Context: an optimization exercise on an open-source flow, tuned for small area. The choices shown serve that exercise and are no tape-out recipe.
Where RTL was checked, it was by simulation tests only, not by an equivalence proof against the original.
The RTL of run 4 was laid out without a check of its function.
Power is estimated from default activity; no workload was simulated.

[flow/config.mk]
export PLATFORM = sky130hd
export DESIGN_NAME = vdc_top
export DESIGN_NICKNAME = vdc_top
export VERILOG_FILES = /design/flow/design.v
export SDC_FILE = /design/flow/constraint.sdc
export NUM_CORES = 4
export LEC_CHECK = 0
export CAP_MARGIN = 0
export CORE_MARGIN = 2
export CORE_UTILIZATION = 50
export PLACE_DENSITY = 0.75
export SLEW_MARGIN = 0
[flow/constraint.sdc]
create_clock -name core_clock -period 8.0 [get_ports {clk}]
set_input_delay 1.6000 -clock core_clock [delete_from_list [all_inputs] [get_ports {clk}]]
set_output_delay 1.6000 -clock core_clock [all_outputs]
set_load 0.01 [all_outputs]
[flow/design.v]
package vdc_pkg;
	typedef enum logic [6:0] {
		REG_HT        = 7'd0,    
		REG_HP        = 7'd2,    
		REG_SYNCW     = 7'd3,    
		REG_VT        = 7'd4,    
		REG_VP        = 7'd7,    
		REG_CTV       = 7'd9,    
		REG_CTH       = 7'd22,   
		REG_POL       = 7'd37,   
		REG_MODE      = 7'd38,   
		REG_COL       = 7'd39,   
		REG_PIX       = 7'd40,   
		REG_ROW       = 7'd41,   
		REG_LINE      = 7'd42,   
		REG_IRQ_ROW   = 7'd43,   
		REG_IRQ_LINE  = 7'd44,   
		REG_IRQ_COL   = 7'd45,   
		REG_IRQ_PIX   = 7'd46    
	} vdc_reg_e;
	typedef enum logic [1:0] {
		CH_RED,
		CH_GREEN,
		CH_BLUE
	} pal_chan_e;
	typedef struct packed {
		logic [7:0]  ht;           
		logic [7:0]  hp;           
		logic [7:0]  vt;           
		logic [7:0]  vp;           
		logic [3:0]  hw;           
		logic [3:0]  vw;           
		logic [3:0]  cth;          
		logic [4:0]  ctv;          
		logic        hspol;
		logic        vspol;
		logic        tt8bg;        
		logic [15:0] irq_raster;   
		logic [15:0] irq_column;   
	} beam_cfg_t;
	typedef struct packed {
		logic [7:0] col;
		logic [3:0] pixel;
		logic [7:0] row;
		logic [4:0] line;
	} beam_pos_t;
	typedef struct packed {
		logic       valid;
		pal_chan_e  chan;
		logic [3:0] index;
		logic [7:0] value;
	} pal_wr_t;
	typedef struct packed {
		logic [7:0] red;
		logic [7:0] green;
		logic [7:0] blue;
	} rgb_t;
endpackage
module vdc_regs (
	input  logic                    clk,
	input  logic                    reset,
	input  logic                    cs,
	input  logic                    we,
	input  logic [8-1:0]  db_in,
	input  logic [7-1:0]   direct_reg,
	input  vdc_pkg::beam_pos_t      pos,
	output logic [8-1:0]  db_out,
	output vdc_pkg::beam_cfg_t      cfg,
	output logic                    pal_we,
	output logic [5:0]              pal_adr,
	output logic [7:0]              pal_val
);
	logic [6-1:0]  sel;         
	logic [7-1:0]  target;      
	logic [8-1:0] rd_val;
	logic                   wr_cyc;
	logic                   rd_cyc;
	logic                   sel_cyc;     
	logic                   reg_wr;      
	logic                   ext;         
	logic [8-1:0] wd0;
	logic [8-1:0] wd1;
	logic [7:0]  ht, hp, vt, vp;
	logic [3:0]  hw, vw, cth;
	logic [4:0]  ctv;
	logic        hspol, vspol;
	logic [15:0] irq_raster, irq_column;
	assign wr_cyc  = cs & we;
	assign rd_cyc  = cs & ~we;
	assign sel_cyc = (direct_reg == '0);
	assign reg_wr  = wr_cyc & ~sel_cyc;
	assign wd0     = db_in & {8{~reset}};
	assign wd1     = db_in | {8{reset}};
	assign target = (direct_reg == 7'(1) || !ext) ? {1'b0, sel} : direct_reg;
	logic en_ht, en_hp, en_syncw, en_vt, en_vp, en_ctv, en_cth, en_pol, en_mode;
	logic en_irq_row, en_irq_line, en_irq_col, en_irq_pix;
	assign en_ht       = reset | (reg_wr && target == vdc_pkg::REG_HT);
	assign en_hp       = reset | (reg_wr && target == vdc_pkg::REG_HP);
	assign en_syncw    = reset | (reg_wr && target == vdc_pkg::REG_SYNCW);
	assign en_vt       = reset | (reg_wr && target == vdc_pkg::REG_VT);
	assign en_vp       = reset | (reg_wr && target == vdc_pkg::REG_VP);
	assign en_ctv      = reset | (reg_wr && target == vdc_pkg::REG_CTV);
	assign en_cth      = reset | (reg_wr && target == vdc_pkg::REG_CTH);
	assign en_pol      = reset | (reg_wr && target == vdc_pkg::REG_POL);
	assign en_mode     = reset | (reg_wr && target == vdc_pkg::REG_MODE);
	assign en_irq_row  = reset | (reg_wr && target == vdc_pkg::REG_IRQ_ROW);
	assign en_irq_line = reset | (reg_wr && target == vdc_pkg::REG_IRQ_LINE);
	assign en_irq_col  = reset | (reg_wr && target == vdc_pkg::REG_IRQ_COL);
	assign en_irq_pix  = reset | (reg_wr && target == vdc_pkg::REG_IRQ_PIX);
	always_ff @(posedge clk) begin
		if (reset | (wr_cyc & sel_cyc)) sel <= wd0[6-1:0];
	end
	always_ff @(posedge clk) begin
		if (en_ht) ht <= wd0;
		if (en_hp) hp <= wd0;
		if (en_syncw) {vw, hw} <= wd0;
		if (en_vt) vt <= wd0;
		if (en_vp) vp <= wd0;
		if (en_ctv) ctv <= wd0[4:0];
		if (en_cth) cth <= wd0[7:4];              
		if (en_pol) {hspol, vspol} <= wd0[7:6];
		if (en_mode) ext <= ~reset && (db_in == 8'h74);
		if (en_irq_row)  irq_raster[15:8] <= wd1;
		if (en_irq_line) irq_raster[7:0]  <= wd1;
		if (en_irq_col)  irq_column[15:8] <= wd1;
		if (en_irq_pix)  irq_column[7:0]  <= wd1;
	end
	assign cfg.ht         = ht;
	assign cfg.hp         = hp;
	assign cfg.vt         = vt;
	assign cfg.vp         = vp;
	assign cfg.hw         = hw;
	assign cfg.vw         = vw;
	assign cfg.cth        = cth;
	assign cfg.ctv        = ctv;
	assign cfg.hspol      = hspol;
	assign cfg.vspol      = vspol;
	assign cfg.tt8bg      = ext;
	assign cfg.irq_raster = irq_raster;
	assign cfg.irq_column = irq_column;
	always_comb begin
		rd_val = 8'hFF;
		if (!sel_cyc) begin
			case (target)
				vdc_pkg::REG_HT:    rd_val = ht;
				vdc_pkg::REG_HP:    rd_val = hp;
				vdc_pkg::REG_SYNCW: rd_val = {vw, hw};
				vdc_pkg::REG_VT:    rd_val = vt;
				vdc_pkg::REG_VP:    rd_val = vp;
				vdc_pkg::REG_CTV:   rd_val = {3'b111, ctv};
				vdc_pkg::REG_CTH:   rd_val = {cth, 4'hF};
				vdc_pkg::REG_POL:   rd_val = {hspol, vspol, 6'h3F};
				default:            rd_val = 8'hFF;
			endcase
			if (ext) begin
				case (target)
					vdc_pkg::REG_MODE:     rd_val = 8'h74;
					vdc_pkg::REG_COL:      rd_val = pos.col;
					vdc_pkg::REG_PIX:      rd_val = {4'hF, pos.pixel};
					vdc_pkg::REG_ROW:      rd_val = pos.row;
					vdc_pkg::REG_LINE:     rd_val = {3'b111, pos.line};
					vdc_pkg::REG_IRQ_ROW:  rd_val = irq_raster[15:8];
					vdc_pkg::REG_IRQ_LINE: rd_val = irq_raster[7:0];
					vdc_pkg::REG_IRQ_COL:  rd_val = irq_column[15:8];
					vdc_pkg::REG_IRQ_PIX:  rd_val = irq_column[7:0];
					default: ;
				endcase
			end
		end
	end
	always_ff @(posedge clk) begin
		if (rd_cyc) begin
			db_out <= rd_val;    
		end
	end
	assign pal_we  = wr_cyc && ext && direct_reg[6] && !(direct_reg[5] && direct_reg[4]);
	assign pal_adr = direct_reg[5:0];
	assign pal_val = db_in;
endmodule
module vdc_beam (
	input  logic               clk,
	input  logic               reset,
	input  vdc_pkg::beam_cfg_t cfg,
	output vdc_pkg::beam_pos_t pos,
	output logic               hsync,
	output logic               vsync,
	output logic               irq
);
	logic       pix_end;     
	logic       col_end;     
	logic       line_end;    
	logic       line_over;   
	logic       row_end;     
	logic       step_line;
	logic       step_row;
	logic [8:0] hs_off;      
	logic       hs_raw;
	logic       vs_raw;
	logic       irq_v;
	logic       irq_h;
	logic       irq_any;     
	function automatic logic ge8(input logic [7:0] a, input logic [7:0] b);
		logic ge;
		ge = 1'b1;
		for (int i = 0; i < 8; i++)
			ge = (a[i] & ~b[i]) | ((a[i] | ~b[i]) & ge);
		ge8 = ge;
	endfunction
	assign pix_end   = ge8({4'd0, pos.pixel}, {4'd0, cfg.cth});
	assign col_end   = ge8(pos.col, cfg.ht);
	assign line_end  = ge8({3'd0, pos.line}, {3'd0, cfg.ctv});
	assign line_over = line_end && (pos.line != cfg.ctv);
	assign row_end   = ge8(pos.row, cfg.vt);
	assign step_line = pix_end & col_end;
	assign step_row  = step_line & line_end;
	always_ff @(posedge clk) begin
		if (reset) begin
			pos <= '0;
		end else begin
			pos.pixel <= pix_end ? 4'd0 : pos.pixel + 4'd1;
			if (pix_end) begin
				pos.col <= col_end ? 8'd0 : pos.col + 8'd1;
			end
			if (line_over) begin
				pos.line <= '0;      
			end else if (step_line) begin
				pos.line <= line_end ? 5'd0 : pos.line + 5'd1;
			end
			if (step_row) begin
				pos.row <= row_end ? 8'd0 : pos.row + 8'd1;
			end
		end
	end
	assign hs_off = {1'b0, pos.col} - {1'b0, cfg.hp};
	assign hs_raw = !hs_off[8] && (hs_off[7:4] == 4'd0) && !ge8({4'd0, hs_off[3:0]}, {4'd0, cfg.hw});
	assign vs_raw = (pos.row == cfg.vp) && !ge8({3'd0, pos.line}, {4'd0, cfg.vw});
	assign irq_v = cfg.tt8bg && (pos.row == cfg.irq_raster[15:8]) &&
	               (pos.line == cfg.irq_raster[4:0]);
	assign irq_h = cfg.tt8bg && (pos.col == cfg.irq_column[15:8]) &&
	               (pos.pixel == cfg.irq_column[3:0]);
	assign irq_any = (cfg.irq_raster == 16'hFFFF) || (cfg.irq_column == 16'hFFFF);
	always_ff @(posedge clk) begin
		if (reset) begin
			hsync <= 1'b0;
			vsync <= 1'b0;
			irq   <= 1'b0;
		end else begin
			hsync <= hs_raw ^ cfg.hspol;
			vsync <= vs_raw ^ cfg.vspol;
			irq   <= irq_any ? (irq_v | irq_h) : (irq_v & irq_h);    
		end
	end
endmodule
module vdc_palette (
	input  logic                  clk,
	input  logic                  reset,
	input  logic                  pal_we,    
	input  logic [5:0]            pal_adr,   
	input  logic [7:0]            pal_val,
	input  logic [4-1:0] rgbi,
	output logic [23:0]           rgb
);
	logic [23:0] pal [16];
	localparam logic [24*16-1:0] DEF_RGB = {
		24'hFFFFFF,   
		24'hAAAAAA,   
		24'hFFFF00,   
		24'h3F3F00,   
		24'hFF00FF,   
		24'h3F003F,   
		24'hFF0000,   
		24'h7F0000,   
		24'h00FFFF,   
		24'h007F7F,   
		24'h00FF00,   
		24'h007F00,   
		24'h0000FF,   
		24'h00007F,   
		24'h555555,   
		24'h000000    
	};
	logic [7:0] val0;        
	logic [7:0] val1;        
	assign val0 = pal_val & {8{~reset}};
	assign val1 = pal_val | {8{reset}};
	for (genvar i = 0; i < 16; i++) begin : g_ent
		for (genvar c = 0; c < 3; c++) begin : g_chan
			localparam logic [7:0] DEF = DEF_RGB[24*i + 8*(2-c) +: 8];
			logic en;
			assign en = reset | (pal_we && pal_adr == 6'(16*c + i));
			always_ff @(posedge clk) begin
				if (en)
					pal[i][8*(2-c) +: 8] <= (DEF & val1) | (~DEF & val0);
			end
		end
	end
	logic [16-1:0] hot;
	logic [23:0]              rd;
	always_comb begin
		rd = '0;
		for (int i = 0; i < 16; i++) begin
			hot[i] = (rgbi == 4'(i));
			rd     = rd | (pal[i] & {24{hot[i]}});
		end
	end
	always_ff @(posedge clk) begin
		rgb <= rd;    
	end
endmodule
module vdc_top (
	input  logic          clk,
	input  logic          reset,
	input  logic          cs,            
	input  logic          we,            
	input  logic [7:0]    db_in,
	input  logic [6:0]    direct_reg,    
	input  logic [3:0]    rgbi,          
	output logic [7:0]    db_out,
	output logic          hsync,
	output logic          vsync,
	output logic          irq,
	output vdc_pkg::rgb_t rgb
);
	vdc_pkg::beam_cfg_t cfg;
	vdc_pkg::beam_pos_t pos;
	logic               pal_we;
	logic [5:0]         pal_adr;
	logic [7:0]         pal_val;
	vdc_regs i_regs (
		.clk        (clk),
		.reset      (reset),
		.cs         (cs),
		.we         (we),
		.db_in      (db_in),
		.direct_reg (direct_reg),
		.pos        (pos),
		.db_out     (db_out),
		.cfg        (cfg),
		.pal_we     (pal_we),
		.pal_adr    (pal_adr),
		.pal_val    (pal_val)
	);
	vdc_beam i_beam (
		.clk   (clk),
		.reset (reset),
		.cfg   (cfg),
		.pos   (pos),
		.hsync (hsync),
		.vsync (vsync),
		.irq   (irq)
	);
	vdc_palette i_palette (
		.clk     (clk),
		.reset   (reset),
		.pal_we  (pal_we),
		.pal_adr (pal_adr),
		.pal_val (pal_val),
		.rgbi    (rgbi),
		.rgb     (rgb)
	);
endmodule
[flow/flow/run.sh]
#!/bin/bash
# The standard layout (standard.sh, all steps) with three changes:
#  - synthesis maps the logic with an area-oriented ABC script (abc.script beside this
#    file), run from a copy of ORFS's scripts folder that differs only in that script;
#    flip-flops are mapped before ABC runs, so the registers are those of the standard
#    synthesis
#  - ports are buffered with the smallest buffer
#  - clock tree synthesis inserts no dummy loads
set -euo pipefail
work=$(pwd)
rm -rf "$work/scripts"
cp -r "$FLOW_HOME/scripts" "$work/scripts"
cp "$work/flow/abc.script" "$work/scripts/abc_speed.script"
export BUFFER_PORTS_ARGS="-buffer_cell sky130_fd_sc_hd__buf_1"
export CTS_ARGS="-sink_clustering_enable -repair_clock_nets -sink_clustering_size 16 -sink_clustering_max_diameter 70 -buf_list sky130_fd_sc_hd__clkbuf_8 -dont_use_dummy_load"
bash standard.sh "SCRIPTS_DIR=$work/scripts" finish > "$work/standard.log" 2>&1
[flow/flow/abc.script]
&get -n
&st
&deepsyn -T 60
&dch -f
&nf -R 1000 -p -F 10 -A 10 -C 32
&put
[flow/standard.sh]
#!/bin/bash
# synth_recipe.tcl (not shown) runs the flow's synth.tcl, then flattens the netlist and writes it again
# the make line also repeats each setting of config.mk as NAME=value (left out here)
make -C /OpenROAD-flow-scripts/flow DESIGN_CONFIG=/design/flow/config.mk WORK_HOME=/design/flow/orfs CLKGATE_MAP_FILE= SYNTH_SCRIPT=/design/flow/synth_recipe.tcl "${@:-finish}"
==> results of run 1 <==
registers in the layout, indices dropped and copies added (netlist names):
signal             count
i_palette.pal        384
i_beam.pos            25
i_palette.rgb         24
i_regs.irq_column     16
i_regs.irq_raster     16
i_regs.db_out          8
i_regs.hp              8
i_regs.ht              8
i_regs.vp              8
i_regs.vt              8
i_regs.sel             6
i_regs.ctv             5
i_regs.cth             4
i_regs.hw              4
i_regs.vw              4
i_beam.hsync           1
i_beam.irq             1
i_beam.vsync           1
i_regs.ext             1
i_regs.hspol           1
i_regs.vspol           1
area by class of cell:
class | count | area share, %
timing repair buffer | 89 | 2.03
sequential | 534 | 69.2
tap | 532 | 2.97
multi-input combinational | 698 | 22.5
inverter | 49 | 0.820
clock buffer | 42 | 2.58
metal layers:
metal | wire length [um] | GRT usage (%)
met3 | 6040 | 4.85
met2 | 29700 | 46.6
met1 | 23000 | 37.3
met5 | 0 | 0
met4 | 2870 | 12.6
metrics by stage:
step	cell area, um2	cells
3_3_place_gp	21900	1902
5_1_grt	22400	1944
6_report	22400	1944
2_1_floorplan	20600	1281
4_1_cts	22400	1944
3_5_place_dp	21900	1902
placed cells by master, fill, tap and decap left out, types with 7 or more instances in the layout:
| cell | count |
|---|---|
| a21o_1 | 60 |
| a21oi_1 | 33 |
| a221oi_1 | 35 |
| a222oi_1 | 83 |
| a22o_1 | 21 |
| a22oi_1 | 60 |
| and3_1 | 17 |
| and4_1 | 16 |
| buf_1 | 56 |
| buf_4 | 32 |
| clkbuf_8 | 42 |
| clkinv_1 | 49 |
| dfxtp_1 | 52 |
| edfxtp_1 | 482 |
| ha_1 | 21 |
| maj3_1 | 7 |
| nand2_1 | 54 |
| nand2b_1 | 12 |
| nand3_1 | 16 |
| nand4_1 | 37 |
| nor2_1 | 50 |
| nor2b_1 | 10 |
| nor2b_2 | 8 |
| nor3_1 | 26 |
| nor4_1 | 9 |
| o21ai_0 | 11 |
| o22ai_1 | 11 |
| or2_1 | 7 |
| xnor2_1 | 13 |
report_power, final:
part           leakage [nW]  switching, W  internal, W
Clock                 0.302      0.000820     0.000471
Sequential             5.13     0.0000949      0.00327
Combinational          2.00      0.000265     0.000103
Total                  7.43       0.00118      0.00385
worst register-to-register path: stages, from the launching register on:
cell and delay (ps):
edfxtp_1 680, o21ai_0 480, mux2i_1 670, clkinv_1 230, or3_1 420, nor2_1 610
a222oi_1 250, nand4_1 190, a221oi_1 60, nand3_1 110
cell families after synthesis:
logic type,Yosys count,synth area share (%)
AOI/OAI and AO/OA,349,13.6
xor gates and xnor gates,15,0.637
adders and majority gates,29,1.71
buffers and inverters,49,0.892
DFF,534,75.2
muxes,5,0.243
and+or+nand+nor,300,7.70
path summary, 6_finish.rpt:
path	slack, ps	end	start	cells past startpoint
min reg2reg	460	i_palette.rgb[23]	i_palette.pal[6][23]	2
min	460	i_palette.rgb[23]	i_palette.pal[6][23]	2
max reg2reg	4160	i_regs.db_out[5]	i_regs.ext	9
max	2750	i_regs.db_out[5]	direct_reg[3]	11
==> results.yml, run 1 <==
sta:
  timing.final.crit_share_pct: 65.6
  setup_tns_ps: 0
  max_freq_mhz: 190
  fin_hold_ws_ps: 465
  timing.slew.headroom_pct: 16.1
  setup_slack_ps: 2750
  fin_crit_ps: 5250
  worst-slew-pin-transition_ps: 1260
  setup_violations: 0
  clock_skew_ps: 80.2
  rsz0062_at_grt: "false"
  slew_viol_final: 0
  hold_viol_final: 0
clock_network:
  clkLatencyLatePin_ps: 670
  postCtsResizedCells: 0
  cts-root-buf: "clkbuf_8"
  post-cts-setup-buffer-count: 0
  clock_path_buffers: 3
  cts_sinks: 534
  cts_buffers: 42
  clk_pin_slew_worst_paths_ps: 90
  holdBufCountCts: 0
  htreeDepth: 2
  cts_tree: "yes"
routing:
  drt_wl_total_um: 61600
  drtIter0Drc: 1992
  viasPerCell: 6.87
  wire_per_inst_um: 31.7
  ant_nets: 0
  vias: 13357
  drt_first_pass_iters: 6
  drc: 0
synth:
  synth-edff-count: 482
  synth_most_common_cell: "edfxtp_1"
  netlist_area_um2: 20600
  yosysWarnings: 4
  syn-num-nets: 1326
  synth-seq-cells: 534
  post-synth-top-area-cell: "edfxtp_1"
  synth_cells: 1281
  synth-async-reset-ratio_pct: 0
  ys_types: 52
  synth_flop_cell: "edfxtp_1"
  seq_area_frac_synth_pct: 75.2
  synth.avg_cell_area_um2: 16.1
  synthTopCellsByArea: "edfxtp_1 (70%), dfxtp_1 (5.0%), a222oi_1 (4.0%)"
  yosysTopAreaCellShare_pct: 70.2
  synth_common_cells: "edfxtp_1 (482), a222oi_1 (83), a21o_1 (60), a22oi_1 (60), nor2_1 (59)"
place:
  pre_cts_slack_ps: 2310
  io_buffers: 57
  dpl.hpwl_um: 38100
  gp_congestion: 0.968
floorplanning:
  initial_core_util_pct: 50.6
  std_cell_rows: 74
  io_pins: 58
  die-area_um2: 42900
  core_area_um2: 40700
  die_h_um: 207
  dieWidth_um: 207
power:
  p_leak_nw: 7.43
  power_density_nw_per_um2: 224
  total_power_w: 0.00503
  vdd_ir_drop_max_v: 0.000202
cells_and_area:
  drive_above_1_share_pct: 7.08
  seq_area_um2: 15500
  fill_cells: 3182
  multi_input_area_um2: 5040
  diodes: 0
  area_growth_pct: 8.75
  fin_util_pct: 55.1
  final_nets: 1459
setup_path:
  start_kind: "primary input"
  crit_path_cell_trace: "buf_1 -> or4_1 -> o21ai_0 -> mux2i_1 -> clkinv_1 -> or3_1 -> nor2_1 -> a222oi_1 -> nand4_1 -> a221oi_1 -> nand3_1"
  worstPathRequired_ps: 8450
  crit_path_max_fanout: 13
  cp.buffers_inverters: 2
  cp.arrival_ps: 5700
  slowest_delay_ps: 720
  crit_path_top_delay_cell: "o21ai_0"
  end_kind: "register"
  crit_family: "simple AND/OR/NAND/NOR gates"
  critical_path_class: "primary input to register"
grt:
  grt_pass1_wl_um: 88700
  grt.total_usage_pct: 28.4
  grt_max_degree: 75
  first_global_vias: 12970
  antenna_found_initial: 0
  overflow: 0
status:
  status: "complete, no violations"
run:
  maxCapViolations: 0
hold_path:
  hp-class: "register to register"
==> run 2, diff against run 1 <==
--- a/flow/flow/run.sh
+++ b/flow/flow/run.sh
@@ -4,5 +4,6 @@
 #    file), run from a copy of ORFS's scripts folder that differs only in that script;
 #    flip-flops are mapped before ABC runs, so the registers are those of the standard
-#    synthesis
+#    synthesis; the adder step is skipped, so ABC also maps the few adders and
+#    comparators as plain logic
 #  - ports are buffered with the smallest buffer
 #  - clock tree synthesis inserts no dummy loads
@@ -14,3 +15,3 @@
 export BUFFER_PORTS_ARGS="-buffer_cell sky130_fd_sc_hd__buf_1"
 export CTS_ARGS="-sink_clustering_enable -repair_clock_nets -sink_clustering_size 16 -sink_clustering_max_diameter 70 -buf_list sky130_fd_sc_hd__clkbuf_8 -dont_use_dummy_load"
-bash standard.sh "SCRIPTS_DIR=$work/scripts" finish > "$work/standard.log" 2>&1
+bash standard.sh "SCRIPTS_DIR=$work/scripts" "ADDER_MAP_FILE=" finish > "$work/standard.log" 2>&1
==> flow/flow/abc.script (replaced) <==
&get -n
&st
&dch -f
&nf -R 1000 -p -F 10 -A 10 -C 32
&put
--- a/flow/config.mk
+++ b/flow/config.mk
@@ -6,7 +6,7 @@
 export NUM_CORES = 4
 export LEC_CHECK = 0
-export CAP_MARGIN = 0
+export CAP_MARGIN = 10
 export CORE_MARGIN = 2
 export CORE_UTILIZATION = 50
 export PLACE_DENSITY = 0.75
-export SLEW_MARGIN = 0
+export SLEW_MARGIN = 10
==> run 2 against run 1 <==
Effect of this change: clock skew down 9.1 ps; sequential share of layout area up 0.54 points; power down 0.89%; still clean; fmax down 15%; via count down 1.9%; highest routed layer is now met5; register-to-register slack worse by 1200 ps.
==> results.yml, run 2 <==
setup_path:
  crit_path_cell_trace: "buf_1 -> nand2b_1 -> nor3_1 -> nand2_1 -> o21ai_0 -> mux2i_1 -> nor2b_1 -> nand2b_1 -> nor4b_1 -> or2_0 -> nor4_1 -> a221oi_1 -> and3_1 -> nor2_1 -> or3_1"
  start_kind: "primary input"
  critical_path_class: "primary input to register"
  worstPathRequired_ps: 8320
  crit_path_top_delay_cell: "nor4b_1"
  slowest_delay_ps: 880
  path_common_cell: "nand2b_1"
  r2r-start: "i_beam.pos[18]"
  startpoint: "direct_reg[0]"
  crit_path_max_fanout: 8
  cp.arrival_ps: 6520
  reg2reg_slack_ps: 2930
  end_kind: "register"
place:
  gp_congestion: 0.959
  pre_cts_slack_ps: 1340
  dpl.hpwl_um: 37400
  io_buffers: 57
cells_and_area:
  layout_common_cells: "edfxtp_1 (482), a222oi_1 (103), nand2_1 (61)"
  reg_top3: "i_palette.pal x384, i_beam.pos x25, i_palette.rgb x24"
  seq_area_um2: 15500
  largest_reg_flops: 384
  top_register: "i_palette.pal"
  area_growth_pct: 8.82
  final_common_cell: "edfxtp_1"
  fill_cells: 3213
  multi_input_area_um2: 4910
  drive_above_1_share_pct: 7.05
  final_nets: 1415
hold_path:
  worstHoldStart: "i_palette.pal[13][18]"
  hp-class: "register to register"
grt:
  grt_pass1_wl_um: 82400
  grt_max_degree: 77
  first_global_vias: 12512
  grt.total_usage_pct: 27.0
  overflow: 0
  antenna_found_initial: 1
sta:
  slew_viol_final: 0
  setup_slack_ps: 1810
  setup_tns_ps: 0
  rsz0062_at_grt: "false"
  setup_violations: 0
  fin_crit_ps: 6190
  worst-slew-pin-transition_ps: 1350
  timing.final.crit_share_pct: 77.4
  max_freq_mhz: 161
  timing.slew.headroom_pct: 10.1
  hold_viol_final: 0
  clock_skew_ps: 71.1
power:
  p_comb_share_pct: 7.3
  power.net_switching_w: 0.00115
  total_power_w: 0.00498
  pwr-share-clk_pct: 25.3
  power_density_nw_per_um2: 224
  internal_power_w: 0.00384
  power.share.switching_pct: 23.0
  p_seq_share_pct: 67.4
  vdd_ir_drop_max_v: 0.000216
  p_leak_nw: 7.22
clock_network:
  htreeDepth: 2
  cts_tree: "yes"
  post-cts-setup-buffer-count: 0
  cts-root-buf: "clkbuf_8"
  clk_pin_slew_worst_paths_ps: 90
  clkLatencyLatePin_ps: 640
  cts_buffers: 41
  holdBufCountCts: 0
  clock_path_buffers: 3
  cts_sinks: 534
  postCtsResizedCells: 0
synth:
  synthTopCellsByArea: "edfxtp_1 (71%), dfxtp_1 (5.1%), a222oi_1 (5.0%)"
  synth-async-reset-ratio_pct: 0
  yosysTopAreaCellShare_pct: 70.8
  post-synth-top-area-cell: "edfxtp_1"
  synth_cells: 1256
  ys_types: 43
  synth-seq-cells: 534
  synth_most_common_cell: "edfxtp_1"
  syn-num-nets: 1279
  synth_flop_cell: "edfxtp_1"
  synth-edff-count: 482
  seq_area_frac_synth_pct: 75.8
  netlist_area_um2: 20500
  synth.avg_cell_area_um2: 16.3
  synth_common_cells: "edfxtp_1 (482), a222oi_1 (103), nand2_1 (61)"
  yosysWarnings: 4
floorplanning:
  dieWidth_um: 206
  std_cell_rows: 74
  core_area_um2: 40600
  die_h_um: 206
  die-area_um2: 42500
  initial_core_util_pct: 50.3
  io_pins: 58
routing:
  ant_nets: 0
  viasPerCell: 6.81
  wire_per_inst_um: 29.7
  drt_first_pass_iters: 7
  drtIter0Drc: 2282
  drt_wl_total_um: 57000
  drc: 0
  vias: 13104
run:
  maxCapViolations: 0
status:
  status: "complete, no violations"
## run 2: cell count changes in the layout (fill, tap and decap cells not counted), sizes merged, moves of 12 or more
| cell | change |
|---|---|
| a22oi | -14 |
| a31o | +14 |
| ha | -21 |
| a21o | -15 |
| a221oi | -12 |
| clkinv | -18 |
| maj3 | +12 |
| a22o | -12 |
| a222oi | +20 |
## run 2: power groups by stage
stage                     Sequential, W  Combinational, W  Clock [W]
after floorplan                 0.00340          0.000187          0
after global placement          0.00341          0.000352          0
after detailed placement        0.00342          0.000359          0
after CTS                       0.00336          0.000361    0.00128
after global routing            0.00338          0.000389    0.00138
final                           0.00336          0.000365    0.00126
## run 2: area by class of cell
cell class / instances / share of cell area, %
tap: 532 / 2.99
clock buffer: 41 / 2.53
sequential: 534 / 69.7
multi-input combinational: 691 / 22.1
antenna: 1 / 0.0112
inverter: 31 / 0.523
timing repair buffer: 93 / 2.19
## run 2: path summary, 6_finish.rpt
kind                                     endpoint  cells past startpoint
worst max register to register      i_beam.pos[9]                     15
worst min-delay path            i_palette.rgb[18]                      2
worst min register to register  i_palette.rgb[18]                      2
worst max-delay path             i_regs.db_out[0]                     15
## run 2: through the flow
stage | instances | instance area [um2] | hold slack (ps) | util, %
after detailed placement | 1881 | 21700 | 452 | 53.4
after global routing | 1922 | 22300 | 490 | 54.8
after CTS | 1922 | 22300 | 473 | 54.8
after floorplan | 1256 | 20500 | 421 | -
final | 1923 | 22300 | 464 | 54.8
after global placement | 1881 | 21700 | 431 | 53.4
## run 2: kinds of logic (layout without fill, tap and decap cells)
logic type / Yosys count / in the layout / synth area share, %
and+or+nand+nor: 304 / 304 / 8.01
buffers and inverters: 31 / 165 / 0.569
AOI/OAI and AO/OA: 330 / 330 / 13.0
muxes: 6 / 6 / 0.294
adders and majority gates: 19 / 19 / 0.930
xor gates and xnor gates: 32 / 32 / 1.37
other: 0 / 1 / 0
DFF: 534 / 534 / 75.8
## run 2: routing by layer
metal | vias to the layer above | wire (um) | global-route usage, %
met5 | - | 18 | 0
li1 | 5572 | - | -
met3 | 104 | 6080 | 5.36
met1 | 6563 | 22800 | 38.7
met4 | 2 | 1790 | 8.95
met2 | 863 | 26400 | 41.8
## run 2: worst max-delay path, delay by kind of cell
kind,cells,cell delay [ps]
buffers and inverters,1,260
multiplexers,1,530
AND/OR/NAND/NOR,11,3110
AO/OA/AOI/OAI,2,1040
==> run 3, diff against run 2 <==
--- a/flow/config.mk
+++ b/flow/config.mk
@@ -8,5 +8,4 @@
 export CAP_MARGIN = 10
 export CORE_MARGIN = 2
-export CORE_UTILIZATION = 50
-export PLACE_DENSITY = 0.75
+export CORE_UTILIZATION = 40
 export SLEW_MARGIN = 10
==> run 3 against run 2 <==
Effect of this change: critical path depth unchanged; cell area up 0.84%; global-route usage down 5.2 points; via count down 2.0%; utilization down 10 points; synthesized cell count unchanged; sequential cell count unchanged; first-iteration DRC count down 32%; fmax down 4.0%; power down 0.14%; critical path type unchanged.
==> results.yml, run 3 <==
status:
  status: "complete, no violations"
sta:
  timing.final.crit_share_pct: 80.7
  slew_viol_final: 0
  max_freq_mhz: 155
  timing.slew.headroom_pct: 19.8
  rsz0062_at_grt: "false"
  worst-slew-pin-transition_ps: 1200
  clock_skew_ps: 74.5
  setup_violations: 0
  fin_crit_ps: 6450
  setup_tns_ps: 0
  fin_hold_ws_ps: 470
  setup_slack_ps: 1550
  hold_viol_final: 0
hold_path:
  hp-class: "register to register"
synth:
  synthXorXnorAreaFrac_pct: 1.37
  ys_types: 43
  yosysTopAreaCellShare_pct: 70.8
  synth-edff-count: 482
  yosysWarnings: 4
  synth_compound_area_share_pct: 13.0
  synth_common_cells: "edfxtp_1 (482), a222oi_1 (103), nand2_1 (61)"
  synth-seq-cells: 534
  post-synth-top-area-cell: "edfxtp_1"
  muxShareOfSynthArea_pct: 0.294
  synthSimpleGateAreaFrac_pct: 8.01
  netlist_area_um2: 20500
  synth_flop_cell: "edfxtp_1"
  synth_most_common_cell: "edfxtp_1"
  synth.avg_cell_area_um2: 16.3
  synthTopCellsByArea: "edfxtp_1 (71%), dfxtp_1 (5.1%), a222oi_1 (5.0%)"
  syn-num-nets: 1279
  synth-async-reset-ratio_pct: 0
  seq_area_frac_synth_pct: 75.8
  synth_top_family_by_area: "compound AO/OA/AOI/OAI gates"
  synthAdderAreaFrac_pct: 0.930
  synth_cells: 1256
floorplanning:
  core_area_um2: 50300
  die_h_um: 230
  std_cell_rows: 82
  dieWidth_um: 230
  die-area_um2: 53000
  io_pins: 58
  initial_core_util_pct: 40.7
routing:
  drt_first_pass_iters: 8
  wire_per_inst_um: 28.4
  drc: 0
  vias: 12845
  drtIter0Drc: 1555
  viasPerCell: 6.23
  drt_wl_total_um: 58600
  ant_nets: 0
grt:
  grt_pass1_wl_um: 84300
  overflow: 0
  first_global_vias: 12444
  antenna_found_initial: 3
  grt.total_usage_pct: 21.9
  grt_max_degree: 81
clock_network:
  cts_sinks: 534
  clock_path_buffers: 3
  htreeDepth: 2
  cts-root-buf: "clkbuf_8"
  cts_tree: "yes"
  cts_buffers: 40
  post-cts-setup-buffer-count: 0
  clkLatencyLatePin_ps: 670
  postCtsResizedCells: 0
  clk_pin_slew_worst_paths_ps: 90
  holdBufCountCts: 0
place:
  gp_congestion: 0.920
  io_buffers: 57
  pre_cts_slack_ps: 1220
  dpl.hpwl_um: 38700
cells_and_area:
  drive_above_1_share_pct: 7.27
  final_common_cell: "edfxtp_1"
  fin_util_pct: 44.7
  final_nets: 1415
  layout_common_cells: "edfxtp_1 (482), a222oi_1 (103), nand2_1 (61)"
  area_growth_pct: 9.74
  largest_reg_flops: 384
  top_register: "i_palette.pal"
  reg_top3: "i_palette.pal x384, i_beam.pos x25, i_palette.rgb x24"
setup_path:
  crit_path_cell_trace: "buf_1 -> nand2b_1 -> nor3_1 -> nand2_1 -> o21ai_0 -> mux2i_1 -> nor2b_1 -> nand2b_1 -> nor4b_1 -> or2_0 -> nor4_1 -> a221oi_1 -> and3_1 -> o21ai_0 -> or3_1"
  end_kind: "register"
  worstPathRequired_ps: 8350
  critical_path_class: "primary input to register"
  crit_path_max_fanout: 8
  crit_family: "simple AND/OR/NAND/NOR gates"
  crit_path_top_delay_cell: "nor4b_1"
  start_kind: "primary input"
  slowest_delay_ps: 930
  cp.buffers_inverters: 1
  cp.arrival_ps: 6800
run:
  maxCapViolations: 0
power:
  vdd_ir_drop_max_v: 0.000148
  power_density_nw_per_um2: 222
  p_leak_nw: 7.21
  pwr-share-clk_pct: 25.3
  p_comb_share_pct: 7.3
  internal_power_w: 0.00383
  p_seq_share_pct: 67.5
  total_power_w: 0.00498
  power.share.switching_pct: 23.1
  power.net_switching_w: 0.00115
==> run 3: metrics by stage <==
stage               instance area, um2  std cells
floorplan                        20500       1256
global placement                 21900       2022
detailed placement               21900       2022
CTS                              22400       2062
global route                     22400       2062
finish                           22400       2063
==> run 3: worst paths after layout <==
check                                            from                 to  slack, ps  cells past startpoint
worst max-delay path                    direct_reg[0]   i_regs.db_out[0]       1550                     15
worst min-delay path            i_palette.pal[13][10]  i_palette.rgb[10]        470                      2
worst max register to register         i_beam.pos[18]      i_beam.pos[9]       2970                     15
worst min register to register  i_palette.pal[13][10]  i_palette.rgb[10]        470                      2
==> run 3: routing by layer <==
metal	GRT usage (%)	part of all wire [%]	vias to the layer above
li1	-	-	5560
met1	28.0	39	6539
met2	36.9	49	618
met3	3.73	7.4	126
met4	9.09	4.3	2
met5	0	0.014	-
==> run 3: area by class of cell <==
| class | count | area [um2] |
|---|---|---|
| inverter | 31 | 116 |
| multi-input combinational | 691 | 4930 |
| fill | 4447 | 27800 |
| sequential | 534 | 15500 |
| tap | 672 | 841 |
| clock buffer | 40 | 551 |
| timing repair buffer | 94 | 495 |
| antenna | 1 | 2.50 |
==> run 3: kinds of logic (layout without fill, tap and decap cells) <==
family / after synthesis / count (layout)
flip-flops: 534 / 534
AO/OA/AOI/OAI: 330 / 330
AND/OR/NAND/NOR: 304 / 304
XOR/XNOR: 32 / 32
buffers and inverters: 31 / 165
adder cells (fa/ha/maj): 19 / 19
multiplexers: 6 / 6
other: 0 / 1
==> run 3: power by group through the flow <==
stage,logic [W],registers (W),clock network [W]
2_1_floorplan,0.000187,0.00340,0
3_3_place_gp,0.000359,0.00341,0
3_5_place_dp,0.000363,0.00342,0
4_1_cts,0.000365,0.00336,0.00129
5_1_grt,0.000390,0.00337,0.00138
6_report,0.000362,0.00336,0.00126
==> run 3: worst register-to-register path: stages, from the launching register on <==
cell and delay [ps]:
dfxtp_1 480, clkinv_1 210, maj3_1 390, maj3_1 360, maj3_1 370, maj3_1 360, maj3_1 360, maj3_1 360
maj3_1 390, nor2b_1 120, buf_4 230, nand2_1 230, nor3_1 630, and3_1 290, nor2_1 50, nor3_1 130
==> run 4, diff against run 3 <==
--- a/flow/design.v
+++ b/flow/design.v
@@ -139,33 +139,27 @@
 	assign cfg.irq_raster = irq_raster;
 	assign cfg.irq_column = irq_column;
+	logic [16:0] rsel;
+	logic [7:0]  rsrc [17];
 	always_comb begin
+		rsel[0]  = (target == vdc_pkg::REG_HT);       rsrc[0]  = ht;
+		rsel[1]  = (target == vdc_pkg::REG_HP);       rsrc[1]  = hp;
+		rsel[2]  = (target == vdc_pkg::REG_SYNCW);    rsrc[2]  = {vw, hw};
+		rsel[3]  = (target == vdc_pkg::REG_VT);       rsrc[3]  = vt;
+		rsel[4]  = (target == vdc_pkg::REG_VP);       rsrc[4]  = vp;
+		rsel[5]  = (target == vdc_pkg::REG_CTV);      rsrc[5]  = {3'b111, ctv};
+		rsel[6]  = (target == vdc_pkg::REG_CTH);      rsrc[6]  = {cth, 4'hF};
+		rsel[7]  = (target == vdc_pkg::REG_POL);      rsrc[7]  = {hspol, vspol, 6'h3F};
+		rsel[8]  = ext && (target == vdc_pkg::REG_MODE);     rsrc[8]  = 8'h74;
+		rsel[9]  = ext && (target == vdc_pkg::REG_COL);      rsrc[9]  = pos.col;
+		rsel[10] = ext && (target == vdc_pkg::REG_PIX);      rsrc[10] = {4'hF, pos.pixel};
+		rsel[11] = ext && (target == vdc_pkg::REG_ROW);      rsrc[11] = pos.row;
+		rsel[12] = ext && (target == vdc_pkg::REG_LINE);     rsrc[12] = {3'b111, pos.line};
+		rsel[13] = ext && (target == vdc_pkg::REG_IRQ_ROW);  rsrc[13] = irq_raster[15:8];
+		rsel[14] = ext && (target == vdc_pkg::REG_IRQ_LINE); rsrc[14] = irq_raster[7:0];
+		rsel[15] = ext && (target == vdc_pkg::REG_IRQ_COL);  rsrc[15] = irq_column[15:8];
+		rsel[16] = ext && (target == vdc_pkg::REG_IRQ_PIX);  rsrc[16] = irq_column[7:0];
 		rd_val = 8'hFF;
-		if (!sel_cyc) begin
-			case (target)
-				vdc_pkg::REG_HT:    rd_val = ht;
-				vdc_pkg::REG_HP:    rd_val = hp;
-				vdc_pkg::REG_SYNCW: rd_val = {vw, hw};
-				vdc_pkg::REG_VT:    rd_val = vt;
-				vdc_pkg::REG_VP:    rd_val = vp;
-				vdc_pkg::REG_CTV:   rd_val = {3'b111, ctv};
-				vdc_pkg::REG_CTH:   rd_val = {cth, 4'hF};
-				vdc_pkg::REG_POL:   rd_val = {hspol, vspol, 6'h3F};
-				default:            rd_val = 8'hFF;
-			endcase
-			if (ext) begin
-				case (target)
-					vdc_pkg::REG_MODE:     rd_val = 8'h74;
-					vdc_pkg::REG_COL:      rd_val = pos.col;
-					vdc_pkg::REG_PIX:      rd_val = {4'hF, pos.pixel};
-					vdc_pkg::REG_ROW:      rd_val = pos.row;
-					vdc_pkg::REG_LINE:     rd_val = {3'b111, pos.line};
-					vdc_pkg::REG_IRQ_ROW:  rd_val = irq_raster[15:8];
-					vdc_pkg::REG_IRQ_LINE: rd_val = irq_raster[7:0];
-					vdc_pkg::REG_IRQ_COL:  rd_val = irq_column[15:8];
-					vdc_pkg::REG_IRQ_PIX:  rd_val = irq_column[7:0];
-					default: ;
-				endcase
-			end
-		end
+		for (int k = 0; k < 17; k++)
+			rd_val = rd_val & ~({8{rsel[k] & ~sel_cyc}} & ~rsrc[k]);
 	end
 	always_ff @(posedge clk) begin
@@ -284,9 +278,17 @@
 	assign val0 = pal_val & {8{~reset}};
 	assign val1 = pal_val | {8{reset}};
+	logic [16-1:0] ent_sel;
+	logic [2:0]               chan_sel;
+	always_comb begin
+		for (int i = 0; i < 16; i++)
+			ent_sel[i] = reset | (pal_adr[3:0] == 4'(i));
+		for (int c = 0; c < 3; c++)
+			chan_sel[c] = reset | (pal_we && pal_adr[5:4] == 2'(c));
+	end
 	for (genvar i = 0; i < 16; i++) begin : g_ent
 		for (genvar c = 0; c < 3; c++) begin : g_chan
 			localparam logic [7:0] DEF = DEF_RGB[24*i + 8*(2-c) +: 8];
 			logic en;
-			assign en = reset | (pal_we && pal_adr == 6'(16*c + i));
+			assign en = ent_sel[i] & chan_sel[c];
 			always_ff @(posedge clk) begin
 				if (en)
--- a/flow/config.mk
+++ b/flow/config.mk
@@ -8,4 +8,5 @@
 export CAP_MARGIN = 10
 export CORE_MARGIN = 2
-export CORE_UTILIZATION = 40
+export CORE_UTILIZATION = 50
+export PLACE_DENSITY = 0.75
 export SLEW_MARGIN = 10
==> run 4 against run 3 <==
Effect of this change: still clean on timing, DRC and antenna; synthesized area down 1.3%; clock power about the same; utilization is 10 points higher; sequential power shrank 2%; via count down 0.80%; clock skew shrank 41 ps; sequential cell count unchanged; sequential share of layout area grew 1.7 points; global-route usage rose by 5.0 points; setup slack improved by 1800 ps; critical path type is now register to register; largest cell class unchanged.
==> results.yml, run 4 <==
synth:
  synth_flop_cell: "edfxtp_1"
  yosysWarnings: 5
  post-synth-top-area-cell: "edfxtp_1"
  netlist_area_um2: 20200
  syn-num-nets: 1282
  synth-edff-count: 482
  yosysTopAreaCellShare_pct: 71.7
  seq_area_frac_synth_pct: 76.8
  synth.avg_cell_area_um2: 16.0
  synth_most_common_cell: "edfxtp_1"
  synthTopCellsByArea: "edfxtp_1 (72%), dfxtp_1 (5.2%), a222oi_1 (4.3%)"
  synth_cells: 1259
  synth-seq-cells: 534
  synth-async-reset-ratio_pct: 0
  ys_types: 44
  synth_common_cells: "edfxtp_1 (482), nor2_1 (103), a222oi_1 (86)"
clock_network:
  cts_tree: "yes"
  htreeDepth: 2
  cts-root-buf: "clkbuf_8"
  clkLatencyLatePin_ps: 600
  clock_path_buffers: 3
  clk_pin_slew_worst_paths_ps: 100
  cts_buffers: 39
  holdBufCountCts: 0
  postCtsResizedCells: 0
  post-cts-setup-buffer-count: 0
  cts_sinks: 534
floorplanning:
  core_area_um2: 39800
  initial_core_util_pct: 50.7
  dieWidth_um: 205
  die_h_um: 205
  std_cell_rows: 73
  die-area_um2: 42000
  io_pins: 58
hold_path:
  hp-class: "register to register"
  hold_end: "i_palette.rgb[13]"
  whs_path_depth: 2
  worstHoldStart: "i_palette.pal[13][13]"
setup_path:
  reg2reg_slack_ps: 3320
  slowest_delay_ps: 480
  r2r-start: "i_beam.pos[18]"
  end_kind: "register"
  worstPathRequired_ps: 8440
  rr_endpoint: "i_beam.pos[9]"
  crit_path_cell_trace: "clkinv_1 -> maj3_1 -> maj3_1 -> maj3_1 -> maj3_1 -> maj3_1 -> maj3_1 -> maj3_1 -> nor2b_1 -> buf_4 -> nand2_1 -> o21bai_1 -> o21bai_1 -> a21oi_1"
  path_common_cell: "maj3_1"
  crit_path_top_delay_cell: "dfxtp_1"
  crit_path_max_fanout: 8
  reg2regPathDepth: 14
  cp.arrival_ps: 5130
  startpoint: "i_beam.pos[18]"
  start_kind: "register"
  critical_path_class: "register to register"
routing:
  ant_nets: 0
  wire_per_inst_um: 29.5
  viasPerCell: 6.66
  vias: 12742
  drt_wl_total_um: 56400
  drtIter0Drc: 1932
  drc: 0
  drt_first_pass_iters: 7
grt:
  antenna_found_initial: 4
  overflow: 0
  first_global_vias: 12266
  grt_pass1_wl_um: 81700
  grt.total_usage_pct: 26.9
  grt_max_degree: 60
place:
  gp_congestion: 0.967
  io_buffers: 57
  dpl.hpwl_um: 37500
sta:
  rsz0062_at_grt: "false"
  fin_crit_ps: 4680
  timing.final.crit_share_pct: 58.5
  slew_viol_final: 0
  worst-slew-pin-transition_ps: 1200
  hold_viol_final: 0
  setup_tns_ps: 0
  timing.slew.headroom_pct: 20.2
  max_freq_mhz: 214
  clock_skew_ps: 33.2
  setup_violations: 0
run:
  maxCapViolations: 0
power:
  vdd_ir_drop_max_v: 0.000156
  p_leak_nw: 6.84
  power_density_nw_per_um2: 223
cells_and_area:
  final_nets: 1413
  top_register: "i_palette.pal"
  fin_util_pct: 55.0
  area_growth_pct: 8.55
  drive_above_1_share_pct: 6.34
  layout_common_cells: "edfxtp_1 (482), nor2_1 (103), a222oi_1 (86)"
  largest_reg_flops: 384
  reg_top3: "i_palette.pal x384, i_beam.pos x25, i_palette.rgb x24"
  final_common_cell: "edfxtp_1"
status:
  status: "complete, no violations"
run 4: changes by cell type in the layout (fill, tap and decap cells not counted), sizes merged, moves of 9 or more:
cell    before  now
a21o        45    8
o22ai       13   53
a22oi       46   30
a31o        17    0
nor2        53  103
nand2       61   70
a222oi     103   86
run 4: how the worst max path moves through the flow:
| stage | to | cells after the start |
|---|---|---|
| 2_1_floorplan | i_beam.pos[9] | 13 |
| 3_5_place_dp | i_regs.db_out[7] | 13 |
| 4_1_cts | i_beam.pos[9] | 14 |
| 5_1_grt | i_beam.pos[9] | 14 |
| 6_report | i_beam.pos[9] | 14 |
| 3_3_place_gp | i_regs.db_out[7] | 13 |
run 4: per-layer routing:
layer,GRT usage [%],vias up,share of wire [%]
li1,-,5471,-
met1,36.1,6318,38
met2,44.3,819,48
met3,4.09,128,9.2
met4,10.8,6,4.1
met5,0,-,0.060
run 4: stage by stage:
step                      instances  worst slack (ps)  hold slack, ps  power [W]  instance area, um2
after floorplan                1259              3800             421    0.00350               20200
final                          1914              3320             468    0.00488               21900
after detailed placement       1874              3040             444    0.00370               21400
after CTS                      1913              3340             472    0.00488               21900
after global routing           1914              3120             487    0.00502               21900
after global placement         1874              3140             438    0.00368               21400
run 4: cell type report:
class	count	area, um2
Fill cell	3168	17900
Sequential cell	534	15500
Multi-Input combinational cell	689	4610
Tap cell	525	657
Clock buffer	39	537
Timing Repair Buffer	90	463
Inverter	36	135
Antenna cell	1	2.50
run 4: critical path: cells and delay by family (launching register included):
family,cells,cell delay [ps]
adder cells (fa/ha/maj),7,2660
buffers and inverters,2,380
AO/OA/AOI/OAI,3,710
AND/OR/NAND/NOR,2,310
flip-flops,1,480
run 4: where the power goes:
part	internal (W)	leakage, nW	switching [W]
logic	0.0000916	1.62	0.000261
clock network	0.000440	0.280	0.000800
registers	0.00321	4.94	0.0000722
run 4: cell families after synthesis:
| group | after synthesis | share of synthesized area [%] |
|---|---|---|
| muxes | 6 | 0.297 |
| and+or+nand+nor | 349 | 8.81 |
| adders and majority gates | 24 | 1.19 |
| xor gates and xnor gates | 29 | 1.26 |
| AOI/OAI and AO/OA | 281 | 10.9 |
| DFF | 534 | 76.8 |
| buffers and inverters | 36 | 0.669 |
==> run 5, diff against run 4 <==
--- a/flow/design.v
+++ b/flow/design.v
@@ -299,10 +299,15 @@
 	logic [16-1:0] hot;
 	logic [23:0]              rd;
+	logic [23:0]              grp [6];
 	always_comb begin
-		rd = '0;
-		for (int i = 0; i < 16; i++) begin
+		for (int i = 0; i < 16; i++)
 			hot[i] = (rgbi == 4'(i));
-			rd     = rd | (pal[i] & {24{hot[i]}});
+		for (int g = 0; g < 6; g++) begin
+			grp[g] = '0;
+			for (int k = 0; k < 3; k++)
+				if (3*g + k < 16)
+					grp[g] = grp[g] | (pal[3*g+k] & {24{hot[3*g+k]}});
 		end
+		rd = (grp[0] | grp[1] | grp[2]) | (grp[3] | grp[4] | grp[5]);
 	end
 	always_ff @(posedge clk) begin
==> flow/flow/abc.script (replaced) <==
&get -n
&st
&deepsyn -T 60
&dch -f
&nf -R 1000 -p -F 10 -A 10 -C 32
&put
==> run 5 against run 4 <==
Effect of this change: critical path type is now primary input to register; clock power hardly changed; sequential share of layout area hardly changed; cell count is 0.10% lower; routed wire length is 6.4% higher; highest routed layer is now met4; still clean; count of clock-buffer cells in the layout is 2 higher; first-iteration DRC count is 7.3% higher; global-route usage is 1.9 points higher; die area is 0.31% lower; utilization is 0.095 points higher; non-clock buffer count is 4 lower; synthesized cell count hardly changed.
==> results.yml, run 5 <==
clock_network:
  holdBufCountCts: 0
  clkLatencyLatePin_ps: 620
  htreeDepth: 2
  postCtsResizedCells: 0
  cts-root-buf: "clkbuf_8"
  clock_path_buffers: 3
  post-cts-setup-buffer-count: 0
  cts_sinks: 534
  cts_buffers: 41
  clk_pin_slew_worst_paths_ps: 90
  cts_tree: "yes"
synth:
  yosysTopAreaCellShare_pct: 71.9
  seq_area_frac_synth_pct: 77.1
  synthAdderAreaFrac_pct: 0.448
  synth-seq-cells: 534
  synth.avg_cell_area_um2: 16.0
  synthXorXnorAreaFrac_pct: 1.09
  synth-edff-count: 482
  synth_compound_area_share_pct: 11.9
  synth_flop_cell: "edfxtp_1"
  synth_common_cells: "edfxtp_1 (482), nor2_1 (108), a222oi_1 (70)"
  ys_types: 48
  post-synth-top-area-cell: "edfxtp_1"
  yosysWarnings: 6
  synth_most_common_cell: "edfxtp_1"
  netlist_area_um2: 20100
  muxShareOfSynthArea_pct: 0.149
  synthTopCellsByArea: "edfxtp_1 (72%), dfxtp_1 (5.2%), a222oi_1 (3.5%)"
  synth_top_family_by_area: "compound AO/OA/AOI/OAI gates"
  syn-num-nets: 1283
  synth_cells: 1260
  synthSimpleGateAreaFrac_pct: 8.58
  synth-async-reset-ratio_pct: 0
cells_and_area:
  diodes: 0
  fill_cells: 3147
  post_layout_nonfiller_instances: 1912
  area_growth_pct: 8.83
  layout_common_cells: "edfxtp_1 (482), nor2_1 (99), a222oi_1 (70)"
  reg_top3: "i_palette.pal x384, i_beam.pos x25, i_palette.rgb x24"
  drive_above_1_share_pct: 6.85
  largest_reg_flops: 384
  final_common_cell: "edfxtp_1"
  fin_util_pct: 55.1
  final_cell_area_um2: 21900
  final_nets: 1412
  top_register: "i_palette.pal"
setup_path:
  end_kind: "register"
  cp.arrival_ps: 5340
  crit_path_cell_trace: "buf_1 -> nor2b_1 -> nand2_1 -> o31ai_1 -> o21ai_0 -> or3_1 -> nor2b_1 -> nand3_1 -> o21bai_1"
  r2r-start: "i_beam.pos[18]"
  reg2regPathDepth: 16
  worstPathRequired_ps: 8210
  rr_endpoint: "i_beam.pos[12]"
  slowest_delay_ps: 790
  crit_path_max_fanout: 9
  start_kind: "primary input"
  path_common_cell: "nor2b_1"
  cp.buffers_inverters: 1
  reg2reg_slack_ps: 4200
  crit_family: "compound AO/OA/AOI/OAI gates"
  crit_path_top_delay_cell: "o31ai_1"
  critical_path_class: "primary input to register"
routing:
  vias: 13064
  drt_wl_total_um: 60000
  drtIter0Drc: 2074
  drt_first_pass_iters: 8
  drc: 0
  ant_nets: 0
  wire_per_inst_um: 31.4
  viasPerCell: 6.83
place:
  dpl.hpwl_um: 37200
  placed_cells: 1869
  gp_congestion: 0.940
  io_buffers: 57
  postPlaceCellArea_um2: 21300
  pre_cts_slack_ps: 2400
hold_path:
  hp-class: "register to register"
  worstHoldStart: "i_palette.pal[12][3]"
  whs_path_depth: 2
  hold_end: "i_palette.rgb[3]"
sta:
  timing.slew.headroom_pct: 14.7
  setup_tns_ps: 0
  worst-slew-pin-transition_ps: 1280
  rsz0062_at_grt: "false"
  slew_viol_final: 0
  setup_slack_ps: 2870
  max_freq_mhz: 195
  timing.final.crit_share_pct: 64.2
  hold_viol_final: 0
  setup_violations: 0
  fin_crit_ps: 5130
  clock_skew_ps: 86.9
floorplanning:
  die_h_um: 205
  die-area_um2: 41900
  initial_core_util_pct: 50.7
  core_area_um2: 39700
  io_pins: 58
  std_cell_rows: 73
  dieWidth_um: 205
grt:
  grt_max_degree: 52
  overflow: 0
  grt.total_usage_pct: 28.8
  antenna_found_initial: 2
  grt_pass1_wl_um: 85700
  first_global_vias: 12527
run:
  maxCapViolations: 0
power:
  power_density_nw_per_um2: 224
  vdd_ir_drop_max_v: 0.000219
  p_leak_nw: 6.81
status:
  status: "complete, no violations"
run 5: changes by cell type after synthesis, moves of 10 or more:
cell      previous run  this run
a221oi_1            16        28
a222oi_1            86        70
and3_1               4        22
a22oi_1             30        40
and4_1              22        11
maj3_1              24         9
a22o_1              10        23
run 5: worst max path at each step:
stage	startpoint	end	slack (ps)	cells past startpoint
CTS	direct_reg[0]	i_regs.hp[7]	3050	9
global route	direct_reg[0]	i_regs.hp[6]	2610	9
detailed placement	direct_reg[0]	i_regs.hp[3]	2400	9
floorplan	direct_reg[0]	i_regs.hp[0]	3440	8
finish	direct_reg[0]	i_regs.hp[7]	2870	9
global placement	direct_reg[0]	i_regs.hp[3]	2700	9
run 5: cell type report:
class | count | area [um2] | share of cell area [%]
clock buffer | 41 | 564 | 2.58
inverter | 39 | 146 | 0.668
multi-input combinational | 687 | 4580 | 20.9
sequential | 534 | 15500 | 70.8
tap | 525 | 657 | 3.00
timing repair buffer | 86 | 437 | 1.99
run 5: cells by family after synthesis:
kind of cell / after synthesis
flip-flops: 534
multiplexers: 3
adder cells (fa/ha/maj): 9
AND/OR/NAND/NOR: 344
buffers and inverters: 39
XOR/XNOR: 25
AO/OA/AOI/OAI: 306
run 5: per-stage QoR:
step                      hold WS, ps  power [W]
after floorplan                   421    0.00351
after global placement            439    0.00369
after detailed placement          441    0.00370
after CTS                         463    0.00491
after global routing              500    0.00505
final                             461    0.00490
run 5: worst register-to-register path, cell delays in order (launching register included):
cell	delay, ps
dfxtp_1	550
clkinv_1	280
maj3_1	410
o21ai_0	80
o2bb2ai_1	130
maj3_1	180
a21oi_1	40
nor2_1	120
a221oi_1	60
nor2_1	450
o21a_1	320
nand2_1	110
nor3_1	390
and3_1	310
and3_1	200
nor2_1	50
nor2_1	100
run 5: per-layer routing:
layer	global-route usage [%]	up-vias	part of all wire (%)
met5	0	-	0
met4	11.7	0	4.2
met3	4.45	161	11
met2	46.7	982	47
met1	39.2	6464	38
li1	-	5457	-
run 5: where the power goes:
part           switching (W)  internal [W]
logic               0.000272     0.0000931
registers          0.0000707       0.00321
clock network       0.000794      0.000460
total                0.00114       0.00377
==> run 6, diff against run 5 <==
==> flow/flow/abc.script (replaced) <==
&get -n
&st
&dch -f
&nf -R 1000 -p -F 10 -A 10 -C 32
&put
==> run 6 against run 5 <==
Effect of this change: via count decreased by 2.8%; cell area down 0.58%; synthesized area shrank 0.34%; clock skew shrank 36 ps; sequential cell count unchanged; die area fell by 0.33%; worst hold slack better by 39 ps; combinational power down 3%; first-iteration DRC count is 5.3% higher.
==> results.yml, run 6 <==
power:
  p_leak_nw: 6.92
  vdd_ir_drop_max_v: 0.000206
  power_density_nw_per_um2: 223
cells_and_area:
  final_cell_area_um2: 21800
  reg_top3: "i_palette.pal x384, i_beam.pos x25, i_palette.rgb x24"
  final_nets: 1387
  layout_common_cells: "edfxtp_1 (482), a222oi_1 (120), nor2_1 (106)"
  largest_reg_flops: 384
  diodes: 0
  drive_above_1_share_pct: 6.53
  area_growth_pct: 8.57
  final_common_cell: "edfxtp_1"
  top_register: "i_palette.pal"
clock_network:
  cts_sinks: 534
  clkLatencyLatePin_ps: 600
  clk_pin_slew_worst_paths_ps: 100
  cts_tree: "yes"
  postCtsResizedCells: 0
  cts-root-buf: "clkbuf_8"
  clock_path_buffers: 3
  htreeDepth: 2
  cts_buffers: 39
  post-cts-setup-buffer-count: 0
  holdBufCountCts: 0
place:
  io_buffers: 57
  dpl.hpwl_um: 36200
  gp_congestion: 0.938
  postPlaceCellArea_um2: 21200
floorplanning:
  initial_core_util_pct: 50.6
  io_pins: 58
  std_cell_rows: 73
  die-area_um2: 41700
  core_area_um2: 39600
  dieWidth_um: 204
  die_h_um: 204
routing:
  drc: 0
  ant_nets: 0
  drt_first_pass_iters: 9
  vias: 12702
  drt_wl_total_um: 55900
  drtIter0Drc: 2184
  wire_per_inst_um: 29.6
  viasPerCell: 6.73
status:
  status: "complete, no violations"
synth:
  synth_flop_cell: "edfxtp_1"
  synth-async-reset-ratio_pct: 0
  synth_most_common_cell: "edfxtp_1"
  synthTopCellsByArea: "edfxtp_1 (72%), a222oi_1 (6.0%), dfxtp_1 (5.2%)"
  synth-edff-count: 482
  post-synth-top-area-cell: "edfxtp_1"
  netlist_area_um2: 20100
  synth_cells: 1234
  yosysWarnings: 6
  synth.avg_cell_area_um2: 16.3
  yosysTopAreaCellShare_pct: 72.2
  ys_types: 45
  synth_common_cells: "edfxtp_1 (482), a222oi_1 (120), nor2_1 (107)"
  seq_area_frac_synth_pct: 77.4
  syn-num-nets: 1257
  synth-seq-cells: 534
setup_path:
  end_kind: "register"
  critical_path_class: "register to register"
  worstPathRequired_ps: 8450
  path_common_cell: "maj3_1"
  crit_path_cell_trace: "clkinv_1 -> maj3_1 -> maj3_1 -> maj3_1 -> maj3_1 -> maj3_1 -> maj3_1 -> maj3_1 -> nor2b_1 -> nand2_1 -> o21bai_1 -> o21bai_1 -> a21oi_1"
  crit_path_top_delay_cell: "nor2b_1"
  slowest_delay_ps: 600
  crit_family: "adder cells"
  crit_path_max_fanout: 8
  cp.buffers_inverters: 1
  cp.arrival_ps: 5500
  start_kind: "register"
sta:
  slew_viol_final: 0
  timing.final.crit_share_pct: 63.1
  fin_crit_ps: 5050
  timing.slew.headroom_pct: 12.8
  max_freq_mhz: 198
  clock_skew_ps: 51.3
  setup_violations: 0
  hold_viol_final: 0
  setup_tns_ps: 0
  rsz0062_at_grt: "false"
  worst-slew-pin-transition_ps: 1310
grt:
  antenna_found_initial: 0
  grt.total_usage_pct: 26.8
  grt_pass1_wl_um: 81000
  met1_usage_pct: 33.8
  first_global_vias: 12566
  grt_max_degree: 43
  grt_util_met2_pct: 46.3
  grt_util_met3_pct: 3.64
  grt-busiest-layer: "met2"
  overflow: 0
hold_path:
  hp-class: "register to register"
run:
  maxCapViolations: 0
run 6: cell count changes in the layout (fill, tap and decap cells not counted), moves of 10 or more:
| cell | before | now |
|---|---|---|
| maj3_1 | 9 | 24 |
| a222oi_1 | 70 | 120 |
| nand2_1 | 63 | 52 |
| a22o_1 | 23 | 0 |
| a21oi_1 | 30 | 52 |
| a22oi_1 | 40 | 7 |
| nand4_1 | 30 | 42 |
| and3_1 | 22 | 6 |
| and4_1 | 11 | 1 |
| a221oi_1 | 28 | 6 |
run 6: stage by stage:
| stage | setup WS (ps) | util, % | instances | hold WS, ps | total power [W] |
|---|---|---|---|---|---|
| after floorplan | 3800 | - | 1234 | 429 | 0.00350 |
| after global placement | 2940 | 53.6 | 1848 | 479 | 0.00368 |
| after detailed placement | 2860 | 53.6 | 1848 | 476 | 0.00369 |
| after CTS | 3000 | 54.9 | 1887 | 503 | 0.00488 |
| after global routing | 2690 | 54.9 | 1887 | 516 | 0.00500 |
| final | 2950 | 54.9 | 1887 | 500 | 0.00487 |
run 6: worst paths after layout:
check | cells past startpoint | slack, ps | to | startpoint
setup reg to reg | 13 | 2950 | i_beam.pos[11] | i_beam.pos[18]
hold / removal | 2 | 500 | i_palette.rgb[1] | i_palette.pal[15][1]
hold reg to reg | 2 | 500 | i_palette.rgb[1] | i_palette.pal[15][1]
setup / recovery | 13 | 2950 | i_beam.pos[11] | i_beam.pos[18]
run 6: logic make-up after synthesis:
group / Yosys count / synth area share (%)
AOI/OAI and AO/OA: 296 / 11.7
xor gates and xnor gates: 29 / 1.27
buffers and inverters: 36 / 0.674
DFF: 534 / 77.4
and+or+nand+nor: 309 / 7.54
muxes: 6 / 0.299
adders and majority gates: 24 / 1.20
run 6: per-layer routing:
| metal | vias up | routed length, um |
|---|---|---|
| met3 | 143 | 5090 |
| met4 | 0 | 2540 |
| met1 | 6324 | 19700 |
| li1 | 5430 | - |
| met2 | 805 | 28500 |
| met5 | - | 0 |
run 6: area by class of cell:
class,instances,area [um2]
fillers,3146,17900
flip-flops and latches,534,15500
multi-input cells,664,4480
well taps,525,657
clock buffers,39,537
repair buffers,89,455
inverters,36,135
run 6: where the power goes:
part           total, W  switching, W  internal, W
Clock           0.00123      0.000794     0.000439
Combinational  0.000353      0.000263    0.0000891
Sequential      0.00328     0.0000684      0.00321
Total           0.00487       0.00113      0.00374
run 6: worst register-to-register path: stages (launching register included):
cell,delay [ps]
dfxtp_1,440
clkinv_1,160
maj3_1,380
maj3_1,360
maj3_1,360
maj3_1,370
maj3_1,360
maj3_1,360
maj3_1,390
nor2b_1,600
nand2_1,350
o21bai_1,550
o21bai_1,190
a21oi_1,50

port drivers added, routing unchanged:
In the flow no input, the clock included, has a driving cell. The finished layouts below were timed again as built, in two steps.
Step 1 assumes that a clkbuf_16 drives the clock port and a buf_2 every other input.
Step 2 adds t to the input delays and takes it off the output delays; t is the mean of the earliest and latest rising clock arrival at the registers after step 1. Input paths then give back, and output paths get back, about the clock's delay inside the block.
Slacks: no drivers / after step 1 / after step 2; pairs: no drivers / after step 1.
| run | shift t [ns] | setup slack, ns | slew at the worst register clock pin (ns) |
|---|---|---|---|
| run 1 | 0.667 | 2.750 / 2.753 / 2.086 | 0.10 / 0.10 |
| run 2 | 0.664 | 1.807 / 1.789 / 1.125 | 0.10 / 0.10 |
| run 3 | 0.679 | 1.547 / 1.493 / 0.813 | 0.10 / 0.10 |
| run 4 | 0.631 | 3.316 / 3.316 / 2.898 | 0.11 / 0.11 |
| run 5 | 0.634 | 2.867 / 2.862 / 2.228 | 0.10 / 0.10 |
| run 6 | 0.632 | 2.950 / 2.950 / 2.588 | 0.11 / 0.11 |
After both steps setup and hold are still met in every run listed. For run 3, which loses most, drivers alone change the setup slack by -0.054 ns; drivers and shift together by -0.734 ns.
